This design comes from an exercise in tuning for small area, a short achievable clock period and few clock cycles per item on the open sky130 flow, not from production work. Only simulation tests tie the RTL to the original design; equivalence was not proved.

`flow/design.v`:
```
module aes256_ctr_mode (
  input  logic         clk,
  input  logic         rst,
  input  logic [31:0]  config_register,
  output logic [31:0]  status_register,
  input  logic [255:0] input_key,
  input  logic [127:0] input_iv,
  output logic         s_axis_tready,
  input  logic         s_axis_tvalid,
  input  logic         s_axis_tlast,
  input  logic [127:0] s_axis_tdata,
  input  logic         m_axis_tready,
  output logic         m_axis_tvalid,
  output logic         m_axis_tlast,
  output logic [127:0] m_axis_tdata
);
  function automatic logic [11:0] sbox_p(input logic [7:0] x);
    logic U0, U1, U2, U3, U4, U5, U6, U7;
    logic T1, T2, T3, T4, T5, T6, T7, T8, T9, T10, T11, T12, T13, T14, T15, T16, T17, T18;
    logic T19, T20, T21, T22, T23, T24, T25, T26, T27;
    logic M1, M2, M3, M4, M5, M6, M7, M8, M9, M10, M11, M12, M13, M14, M15, M16, M17, M18;
    logic M19, M20, M21, M22, M23, M24, M25, M26, M27, M28, M29, M30, M31, M32, M33, M34;
    logic M35, M36, M37, M38, M39, M40;
    {U0, U1, U2, U3, U4, U5, U6, U7} = x;
    T1 = U0 ^ U3;   T2 = U0 ^ U5;   T3 = U0 ^ U6;   T4 = U3 ^ U5;
    T5 = U4 ^ U6;   T6 = T1 ^ T5;   T7 = U1 ^ U2;   T8 = U7 ^ T6;
    T9 = U7 ^ T7;   T10 = T6 ^ T7;  T11 = U1 ^ U5;  T12 = U2 ^ U5;
    T13 = T3 ^ T4;  T14 = T6 ^ T11; T15 = T5 ^ T11; T16 = T5 ^ T12;
    T17 = T9 ^ T16; T18 = U3 ^ U7;  T19 = T7 ^ T18; T20 = T1 ^ T19;
    T21 = U6 ^ U7;  T22 = T7 ^ T21; T23 = T2 ^ T22; T24 = T2 ^ T10;
    T25 = T20 ^ T17; T26 = T3 ^ T16; T27 = T1 ^ T12;
    M1 = T13 & T6;  M2 = T23 & T8;  M3 = T14 ^ M1;  M4 = T19 & U7;
    M5 = M4 ^ M1;   M6 = T3 & T16;  M7 = T22 & T9;  M8 = T26 ^ M6;
    M9 = T20 & T17; M10 = M9 ^ M6;  M11 = T1 & T15; M12 = T4 & T27;
    M13 = M12 ^ M11; M14 = T2 & T10; M15 = M14 ^ M11; M16 = M3 ^ M2;
    M17 = M5 ^ T24; M18 = M8 ^ M7;  M19 = M10 ^ M15; M20 = M16 ^ M13;
    M21 = M17 ^ M15; M22 = M18 ^ M13; M23 = M19 ^ T25;
    M24 = M22 ^ M23;
    M25 = M22 & M20; M26 = M21 ^ M25; M27 = M20 ^ M21; M28 = M23 ^ M25;
    M29 = M28 & M27; M30 = M26 & M24; M31 = M20 & M23; M32 = M27 & M31;
    M33 = M27 ^ M25; M34 = M21 & M22; M35 = M24 & M34; M36 = M24 ^ M25;
    M37 = M21 ^ M29; M38 = M32 ^ M33; M39 = M23 ^ M30; M40 = M35 ^ M36;
    sbox_p = {T1, T2, T3, T6, T8, T9, T15, T19, M37, M38, M39, M40};
  endfunction
  function automatic logic [7:0] sbox_q(input logic [11:0] h);
    logic U7;
    logic T1, T2, T3, T4, T6, T8, T9, T10, T13, T15, T16, T17, T19, T20, T22, T23, T27;
    logic M37, M38, M39, M40, M41, M42, M43, M44, M45, M46, M47, M48, M49, M50;
    logic M51, M52, M53, M54, M55, M56, M57, M58, M59, M60, M61, M62, M63;
    logic L0, L1, L2, L3, L4, L5, L6, L7, L8, L9, L10, L11, L12, L13, L14, L15, L16, L17;
    logic L18, L19, L20, L21, L22, L23, L24, L25, L26, L27, L28, L29;
    {T1, T2, T3, T6, T8, T9, T15, T19, M37, M38, M39, M40} = h;
    T4 = T1 ^ T2;   T10 = T8 ^ T9;  T13 = T3 ^ T4;  T20 = T1 ^ T19;
    T22 = T3 ^ T20; T23 = T2 ^ T22; T27 = T15 ^ T10; U7 = T6 ^ T8;
    T16 = T6 ^ T27; T17 = T9 ^ T16;
    M41 = M38 ^ M40; M42 = M37 ^ M39; M43 = M37 ^ M38; M44 = M39 ^ M40;
    M45 = M42 ^ M41; M46 = M44 & T6;  M47 = M40 & T8;  M48 = M39 & U7;
    M49 = M43 & T16; M50 = M38 & T9;  M51 = M37 & T17; M52 = M42 & T15;
    M53 = M45 & T27; M54 = M41 & T10; M55 = M44 & T13; M56 = M40 & T23;
    M57 = M39 & T19; M58 = M43 & T3;  M59 = M38 & T22; M60 = M37 & T20;
    M61 = M42 & T1;  M62 = M45 & T4;  M63 = M41 & T2;
    L0 = M61 ^ M62; L1 = M50 ^ M56; L2 = M46 ^ M48; L3 = M47 ^ M55;
    L4 = M54 ^ M58; L5 = M49 ^ M61; L6 = M62 ^ L5;  L7 = M46 ^ L3;
    L8 = M51 ^ M59; L9 = M52 ^ M53; L10 = M53 ^ L4; L11 = M60 ^ L2;
    L12 = M48 ^ M51; L13 = M50 ^ L0; L14 = M52 ^ M61; L15 = M55 ^ L1;
    L16 = M56 ^ L0; L17 = M57 ^ L1; L18 = M58 ^ L8; L19 = M63 ^ L4;
    L20 = L0 ^ L1;  L21 = L1 ^ L7;  L22 = L3 ^ L12; L23 = L18 ^ L2;
    L24 = L15 ^ L9; L25 = L6 ^ L10; L26 = L7 ^ L9;  L27 = L8 ^ L10;
    L28 = L11 ^ L14; L29 = L11 ^ L17;
    sbox_q = {L6 ^ L24, ~(L16 ^ L26), ~(L19 ^ L28), L6 ^ L21,
              L20 ^ L22, L25 ^ L29, ~(L13 ^ L27), ~(L6 ^ L23)};
  endfunction
  function automatic logic [191:0] sub_p(input logic [127:0] st);
    logic [191:0] res;
    for (int i = 0; i < 16; i++)
      res[191-12*i -: 12] = sbox_p(st[127-8*i -: 8]);
    sub_p = res;
  endfunction
  function automatic logic [127:0] sub_q_shift(input logic [191:0] h);
    logic [127:0] res;
    int           i;
    for (int c = 0; c < 4; c++)
      for (int r = 0; r < 4; r++) begin
        i = 4*((c+r)%4) + r;
        res[127-8*(4*c+r) -: 8] = sbox_q(h[191-12*i -: 12]);
      end
    sub_q_shift = res;
  endfunction
  function automatic logic [7:0] xtime(input logic [7:0] b);
    xtime = {b[6:0], 1'b0} ^ (b[7] ? 8'h1b : 8'h00);
  endfunction
  function automatic logic [31:0] mix_col(input logic [31:0] col);
    logic [7:0] a0, a1, a2, a3;
    {a0, a1, a2, a3} = col;
    mix_col = {xtime(a0) ^ xtime(a1) ^ a1 ^ a2 ^ a3,
               a0 ^ xtime(a1) ^ xtime(a2) ^ a2 ^ a3,
               a0 ^ a1 ^ xtime(a2) ^ xtime(a3) ^ a3,
               xtime(a0) ^ a0 ^ a1 ^ a2 ^ xtime(a3)};
  endfunction
  function automatic logic [127:0] mix_columns(input logic [127:0] st);
    mix_columns = {mix_col(st[127:96]), mix_col(st[95:64]), mix_col(st[63:32]),
                   mix_col(st[31:0])};
  endfunction
  function automatic logic [127:0] key_prefix(input logic [127:0] k);
    logic [31:0] w0, w1, w2, w3;
    w0 = k[127:96];
    w1 = k[95:64] ^ w0;
    w2 = k[63:32] ^ w1;
    w3 = k[31:0] ^ w2;
    key_prefix = {w0, w1, w2, w3};
  endfunction
  function automatic logic [124:0] ones_prefix(input logic [124:0] w);
    logic [124:0] p;
    logic [124:0] q;
    p = w;
    for (int k = 0; k < 7; k++) begin
      q = p;
      for (int i = 0; i < 125; i++)
        if (((i >> k) & 1) == 1)
          q[i] = p[i] & p[((i >> k) << k) - 1];
      p = q;
    end
    ones_prefix = p;
  endfunction
  logic         load;
  logic         unused_cfg;
  assign load       = config_register[0];
  assign unused_cfg = ^config_register[31:1];
  logic [4:0]   ph;
  logic         fin;        
  logic         fin_d;      
  assign fin_d = (ph >= 5'd26) || (ph <= 5'd1);
  logic [255:0] key_q;      
  logic [127:0] ka;         
  logic [127:0] kb;         
  logic [47:0]  gh_q;       
  logic [31:0]  gw_in;
  logic [31:0]  g;
  logic [7:0]   rcon;
  logic         gsel_q;     
  logic         ka_rs_q;    
  logic         kb_rs_q;    
  logic [127:0] kb_old;     
  assign gw_in = gsel_q ? kb[31:0] : {ka[23:0], ka[31:24]};
  assign rcon  = 8'h01 << ph[4:2];
  assign g     = {sbox_q(gh_q[47:36]), sbox_q(gh_q[35:24]), sbox_q(gh_q[23:12]),
                  sbox_q(gh_q[11:0])} ^ {(ph[1] ? rcon : 8'h00), 24'h0};
  assign kb_old = kb_rs_q ? key_prefix(key_q[255:128]) : key_prefix(kb);
  always_ff @(posedge clk) begin
    if (load)
      key_q <= input_key;
    gh_q <= {sbox_p(gw_in[31:24]), sbox_p(gw_in[23:16]), sbox_p(gw_in[15:8]),
             sbox_p(gw_in[7:0])};
    if (ph[1:0] == 2'd0)
      ka <= ka_rs_q ? key_q[127:0] : (key_prefix(ka) ^ {4{g}});
    if (ph[1:0] == 2'd2)
      kb <= kb_old ^ {4{g}};
    gsel_q  <= (ph[1:0] == 2'd2);
    ka_rs_q <= (ph == 5'd27);
    kb_rs_q <= (ph == 5'd1);
  end
  logic [191:0] pa, pb;     
  logic [127:0] qa, qb;     
  logic         vpa, vqa, vpb, vqb;
  logic [127:0] ctr;        
  logic [2:0]   nfl;        
  logic [124:0] hi_ones;    
  logic [124:0] hi_zeros;   
  logic [3:0]   lo_inc;     
  logic [3:0]   lo_back;    
  logic [127:0] ctr_inc;    
  logic [127:0] ctr_back;   
  logic [127:0] sb;         
  logic [127:0] ks;
  logic         ready;
  logic         emerge;     
  logic         take;       
  logic         miss;       
  logic         issue;      
  logic         issue_ok;   
  assign sb       = sub_q_shift(pb);
  assign ks       = sb ^ kb;
  assign emerge   = fin && vpb;
  assign take     = s_axis_tready && s_axis_tvalid;
  assign miss     = emerge && !take;
  assign issue    = fin && ready;
  assign issue_ok = issue && !miss;
  assign hi_ones  = ones_prefix(ctr[127:3]);
  assign hi_zeros = ones_prefix(~ctr[127:3]);
  assign lo_inc   = {1'b0, ctr[2:0]} + 4'd1;
  assign lo_back  = {1'b0, ctr[2:0]} - {1'b0, nfl};
  assign ctr_inc  = {ctr[127:3] ^ ({hi_ones[123:0], 1'b1} & {125{lo_inc[3]}}), lo_inc[2:0]};
  assign ctr_back = {ctr[127:3] ^ ({hi_zeros[123:0], 1'b1} & {125{lo_back[3]}}),
                     lo_back[2:0]};
  always_ff @(posedge clk) begin
    pa <= sub_p(qb);
    qa <= mix_columns(sub_q_shift(pa)) ^ ka;
    pb <= sub_p(qa);
    qb <= fin ? (ctr ^ key_q[255:128]) : (mix_columns(sb) ^ kb);
  end
  always_ff @(posedge clk) begin
    if (load)
      ctr <= input_iv;
    else if (miss)
      ctr <= ctr_back;
    else if (issue_ok)
      ctr <= ctr_inc;
  end
  always_ff @(posedge clk or posedge rst) begin
    if (rst) begin
      ph    <= '0;
      fin   <= 1'b0;
      ready <= 1'b0;
      nfl   <= '0;
      vpa   <= 1'b0;
      vqa   <= 1'b0;
      vpb   <= 1'b0;
      vqb   <= 1'b0;
    end else if (load) begin
      ph    <= 5'd27;
      fin   <= 1'b1;
      ready <= 1'b1;
      nfl   <= '0;
      vpa   <= 1'b0;
      vqa   <= 1'b0;
      vpb   <= 1'b0;
      vqb   <= 1'b0;
    end else begin
      ph  <= (ph == 5'd27) ? 5'd0 : ph + 5'd1;
      fin <= fin_d;
      vpa <= vqb && !miss;
      vqa <= vpa && !miss;
      vpb <= vqa && !miss;
      vqb <= fin ? issue_ok : (vpb && !miss);
      if (miss)
        nfl <= '0;
      else
        nfl <= nfl + 3'(issue_ok) - 3'(take);
    end
  end
  logic         o_free;
  logic         s_valid;
  logic         s_last;
  logic [127:0] s_data;
  logic         s_valid_next;
  logic         o_valid_next;
  assign o_free = !m_axis_tvalid || m_axis_tready;
  always_comb begin
    if (o_free) begin
      o_valid_next = s_valid || take;
      s_valid_next = 1'b0;
    end else begin
      o_valid_next = 1'b1;
      s_valid_next = s_valid || take;
    end
  end
  always_ff @(posedge clk) begin
    if (o_free) begin
      m_axis_tdata <= s_valid ? s_data : (s_axis_tdata ^ ks);
      m_axis_tlast <= s_valid ? s_last : s_axis_tlast;
    end
    if (!s_valid) begin
      s_data <= s_axis_tdata ^ ks;
      s_last <= s_axis_tlast;
    end
  end
  always_ff @(posedge clk or posedge rst) begin
    if (rst) begin
      m_axis_tvalid <= 1'b0;
      s_valid       <= 1'b0;
      s_axis_tready <= 1'b0;
    end else if (load) begin
      m_axis_tvalid <= 1'b0;
      s_valid       <= 1'b0;
      s_axis_tready <= 1'b0;
    end else begin
      m_axis_tvalid <= o_valid_next;
      s_valid       <= s_valid_next;
      s_axis_tready <= fin_d && vqa && !miss && !s_valid_next;
    end
  end
  assign status_register = {26'd0, 5'd0, ready};
endmodule
```
`flow/flow/run.sh`:
```
#!/bin/bash
# The standard layout (the standard flow's config.mk and SDC, ORFS's steps and scripts), with three changes:
#  - synthesis maps the logic with flow/abc.script, a shorter ABC script than ORFS's speed
#    script (one choice computation and one mapping pass, then ORFS's usual buffering and
#    sizing). Everything else in synthesis, including the flip-flop mapping, is unchanged.
#  - the port buffers that ORFS puts on every input and output are buf_2 cells instead of the
#    resizer's default choice (a slow delay buffer).
#  - ORFS's repair_timing steps aim for 7.0 ns of setup slack (SETUP_SLACK_MARGIN) instead of
#    0, so they size and buffer the paths longer than 4.0 ns. The SDC is the standard flow's, unchanged.
# The make output goes to standard_flow.log; ORFS's per-step logs are under orfs/logs/.
set -euo pipefail
here=$(pwd)
rm -rf "$here/scripts"
cp -r "$FLOW_HOME/scripts" "$here/scripts"
cp "$here/flow/abc.script" "$here/scripts/abc_speed.script"
bash standard.sh finish SCRIPTS_DIR="$here/scripts" \
  "BUFFER_PORTS_ARGS=-buffer_cell sky130_fd_sc_hd__buf_2" SETUP_SLACK_MARGIN=7.0 \
  > "$here/standard_flow.log" 2>&1
```
`flow/flow/abc.script`:
```
&get -n
&st
&dch
&nf
&put
buffer -c
topo
stime -c
upsize -c
dnsize -c
```
`flow/standard.sh`:
```
#!/bin/bash
# synth_recipe.tcl (not shown) runs the flow's synth.tcl, then flattens the netlist and writes it again
# the make line also repeats each setting of config.mk as NAME=value (left out here)
make -C /OpenROAD-flow-scripts/flow DESIGN_CONFIG=/design/flow/config.mk WORK_HOME=/design/flow/orfs CLKGATE_MAP_FILE= SYNTH_SCRIPT=/design/flow/synth_recipe.tcl "${@:-finish}"
```
`flow/config.mk`:
```
export PLATFORM = sky130hd
export DESIGN_NAME = aes256_ctr_mode
export DESIGN_NICKNAME = aes256_ctr_mode
export VERILOG_FILES = /design/flow/design.v
export SDC_FILE = /design/flow/constraint.sdc
export NUM_CORES = 4
export LEC_CHECK = 0
export CAP_MARGIN = 20
export CELL_PAD_IN_SITES_DETAIL_PLACEMENT = 1
export CELL_PAD_IN_SITES_GLOBAL_PLACEMENT = 1
export CORE_MARGIN = 2
export CORE_UTILIZATION = 40
export CTS_CLUSTER_DIAMETER = 80
export CTS_CLUSTER_SIZE = 20
export PLACE_DENSITY = 0.6
export SLEW_MARGIN = 20
```
`flow/constraint.sdc`:
```
create_clock -name core_clock -period 11.0 [get_ports {clk}]
set_input_delay 2.2000 -clock core_clock [delete_from_list [all_inputs] [get_ports {clk}]]
set_output_delay 2.2000 -clock core_clock [all_outputs]
set_load 0.01 [all_outputs]
```
==> notes.md <==
## worst max-delay path, stage by stage, from the launching register on
cell     delay [ns]
dfxtp_1        0.43
xor2_1         0.29
xor2_1         0.14
nor2_1         0.31
xnor3_1        0.45
xnor2_2        0.25
xnor2_2        0.65
xor2_1         0.35
xor2_1         0.25
xnor2_1        0.18
o21ai_1        0.62
## sequential cells by signal, summed over array words and instances, names as in the netlist, 3 cells and up
name          flops
qa              128
gh_q             48
key_q           256
nfl               3
pb              192
s_data          128
qb              128
ka              128
m_axis_tdata    128
ph                5
ctr             128
pa              192
kb              128
## layout by cell type, fill, tap and decap left out, types with 149 or more instances in the layout
cell type,instances
a21oi_1,191
buf_2,648
buf_4,195
clkbuf_16,149
dfxtp_1,816
edfxtp_1,769
inv_1,173
nand2_1,1180
nor2_1,413
o21ai_0,556
xnor2_1,2940
xnor3_1,171
xor2_1,1675
## worst max-delay path by stage
stage | depth (start not counted) | to | slack [ns] | from
finish | 10 | qb[12] | 6.91 | pb[169]
global route | 7 | ctr[107] | 6.82 | s_axis_tvalid
CTS | 10 | qb[102] | 6.93 | pb[63]
detailed placement | 7 | ctr[92] | 5.45 | s_axis_tvalid
global placement | 7 | ctr[91] | 5.48 | s_axis_tvalid
floorplan | 7 | ctr[0] | 7.01 | s_axis_tvalid
## metrics by stage
stage | setup WS (ns) | utilization | hold slack, ns | std cells
6_report | 6.91 | 0.456 | 0.469 | 15151
5_1_grt | 6.82 | 0.456 | 0.484 | 15137
4_1_cts | 6.93 | 0.452 | 0.475 | 15078
3_5_place_dp | 5.45 | 0.430 | 0.453 | 14795
3_3_place_gp | 5.48 | 0.430 | 0.435 | 14794
2_1_floorplan | 7.01 | - | 0.423 | 10788
## routing by layer
metal  vias up  routed length [µm]  global-route usage
met5         -                 103                   0
met4        16               24400               0.149
met3       615               25800              0.0377
met2      2568              204000               0.500
met1     39774              194000               0.420
li1      36327                   -                   -
## kinds of logic (layout without fill, tap and decap cells)
family,after synthesis,count (layout)
xor gates and xnor gates,5131,5131
and+or+nand+nor,2222,2223
DFF,1606,1606
AOI/OAI and AO/OA,1073,1073
buffers and inverters,559,1295
adders and majority gates,84,84
muxes,82,82
other,1,68
## timing repair
action | in CTS | in global routing
setup buffers | 27 | 36
gates resized for setup | 129 | 87
cloned | 1 | 0
pin swaps | 13 | 13
setup endpoints to repair | 190 | 167
## area by class of cell
type,count,area share
Sequential cell,1606,0.320
Clock buffer,171,0.0309
Clock inverter,84,0.00849
Timing Repair Buffer,866,0.0412
Tap cell,3589,0.0360
Multi-Input combinational cell,8624,0.557
Inverter,174,0.00524
Antenna cell,37,0.000742
==> run_results.csv <==
group,metric,value,unit
route,drtIter0Drc,7346,
synth,postSynthCellCount,10758,
timing,max_freq,244,MHz
synth,avgSynthCellArea,10.2,µm²
grt,antenna_found_initial,55,
hold_path,hold_depth,1,
floorplanning,num_io_pins,712,
clock_network,cts-hold-fix-buffers,0,
synth,synthArstFlopShare,0.0106,
hold_path,hold_end,"vqa",
final_layout,multi_input_area,69500,µm²
timing,fin_skew,0.0741,ns
grt,grt_max_degree,185,
synth,yosys.area_share.xor_xnor,0.455,
clock_network,cts_sinks,1606,
worst_setup_path,cp-start-kind,"flop",
clock_network,numCtsBuffers,141,
hold_path,hold_class,"flop to flop",
floorplanning,die-area,279000,µm²
hold_path,worst_hold_startpoint,"vpa",
placement,gp_congestion,0.972,
synth,ys_seq_elements,1606,
final_layout,area.growth.synth_to_final,13.4,%
timing,tns,0,ns
timing,period_share,0.372,
route,wl,448,mm
timing,worst_pin_slew,1.19,ns
placement,place.port_buffers,649,
timing,setup_violations,0,
worst_setup_path,cp_max_fo,5,
clock_network,root_buffer,"clkbuf_16",
final_layout,seqCellArea,40000,µm²
floorplanning,dieWidth,528,µm
placement,dpl.hpwl,371,mm
synth,yosys.cell_types.count,79,
floorplanning,die_height,528,µm
synth,yosysTopAreaCellShare,0.241,
placement,place_area,118000,µm²
clock_network,tritoncts,"yes",
clock_network,cts.reportedPaths.clkPinSlew,0.09,ns
route,wl_per_cell,29.6,µm
run,max_cap_viol_count,0,
worst_setup_path,r2r_cells,10,
synth,synth_common_cells,"xnor2_1 (3027), xor2_1 (1708), nand2_1 (1182)",
synth,synth_top_cell_by_area,"xnor2_1",
floorplanning,initial_core_util,0.402,
grt,grt-ovfl-total,0,
synth,synth-compound-area-share,0.0537,
synth,netlist_area,110000,µm²
worst_setup_path,worstSetupEndpointType,"flop",
clock_network,clk_latency,0.90,ns
route,dr.pass1.iters,6,
synth,ys_top_cells_by_area,"xnor2_1 (24%), edfxtp_1 (21%), dfxtp_1 (15%), xor2_1 (14%), nand2_1 (4.0%)",
clock_network,clockBufferDepth,4,
worst_setup_path,rr_startpoint,"pb[169]",
route,dr_total_vias,79300,
synth,synth.most_common_cell,"xnor2_1",
final_layout,drive_gt1_frac,0.124,
grt,grtUsageTotal,0.313,
synth,synth-simple-area-share,0.0901,
clock_network,htreeDepth,4,
worst_setup_path,cp.arrival,4.82,ns
route,routed_via_density,5.23,
synth,synth_mux_area_frac,0.00761,
worst_setup_path,critPathKind,"flop to flop",
timing,maxSlewHeadroom,0.203,
timing,rsz0062_at_grt,"yes",
grt,first_global_vias,81279,
synth,synth-edff-count,769,
synth,synthAdderAreaFrac,0.00970,
timing,finalHoldViolations,0,
synth,synthFlopType,"dfxtp_1",
grt,grt_pass1_wl,617,mm
synth,yosysSeqAreaShare,0.363,
final_layout,design_area,125000,µm²
worst_setup_path,rrSetupSlack,6.91,ns
synth,synth_top_family_by_area,"XOR/XNOR gates",
final_layout,nFillCells,30142,
floorplanning,rows,192,
timing,layout_min_cycle_time,4.09,ns
worst_setup_path,r2r-end,"qb[12]",
final_layout,final_nets,12046,
worst_setup_path,crit_required,11.72,ns
floorplanning,core_area,274000,µm²
timing,maxSlewViolCount,0,
route,route.detailed.drc,0,
route,ant_nets,0,
synth,yosys_warnings,1,
run_status,outcome,"no timing/DRC/antenna violations",
Testbench counts, summed over its fixed seeds: cycles 18,975, items 2,583.

[what the ideal ports hide]
In the flow no input, the clock included, has a driving cell. The finished layout below was timed again as built, in two steps. Step 1 sets driving cells, clkbuf_16 on the clock port and buf_2 on the other inputs (assumed; they add their load-dependent delay and slew). Step 2 adds t to the input delays and takes it off the output delays; t is the mean of the earliest and latest rising clock arrival at the registers after step 1. Input paths then give back, and output paths get back, about the clock's delay inside the block. Three values: ideal ports, drivers, drivers and shift; two values: the first two.
t (ns): 0.978
slack for setup (ns): 6.907 / 6.907 / 6.118
worst setup path after step 2: input to register
After both steps this run still meets setup and hold. For this run, drivers alone change the setup slack by 0.000 ns; drivers and shift together by -0.789 ns.
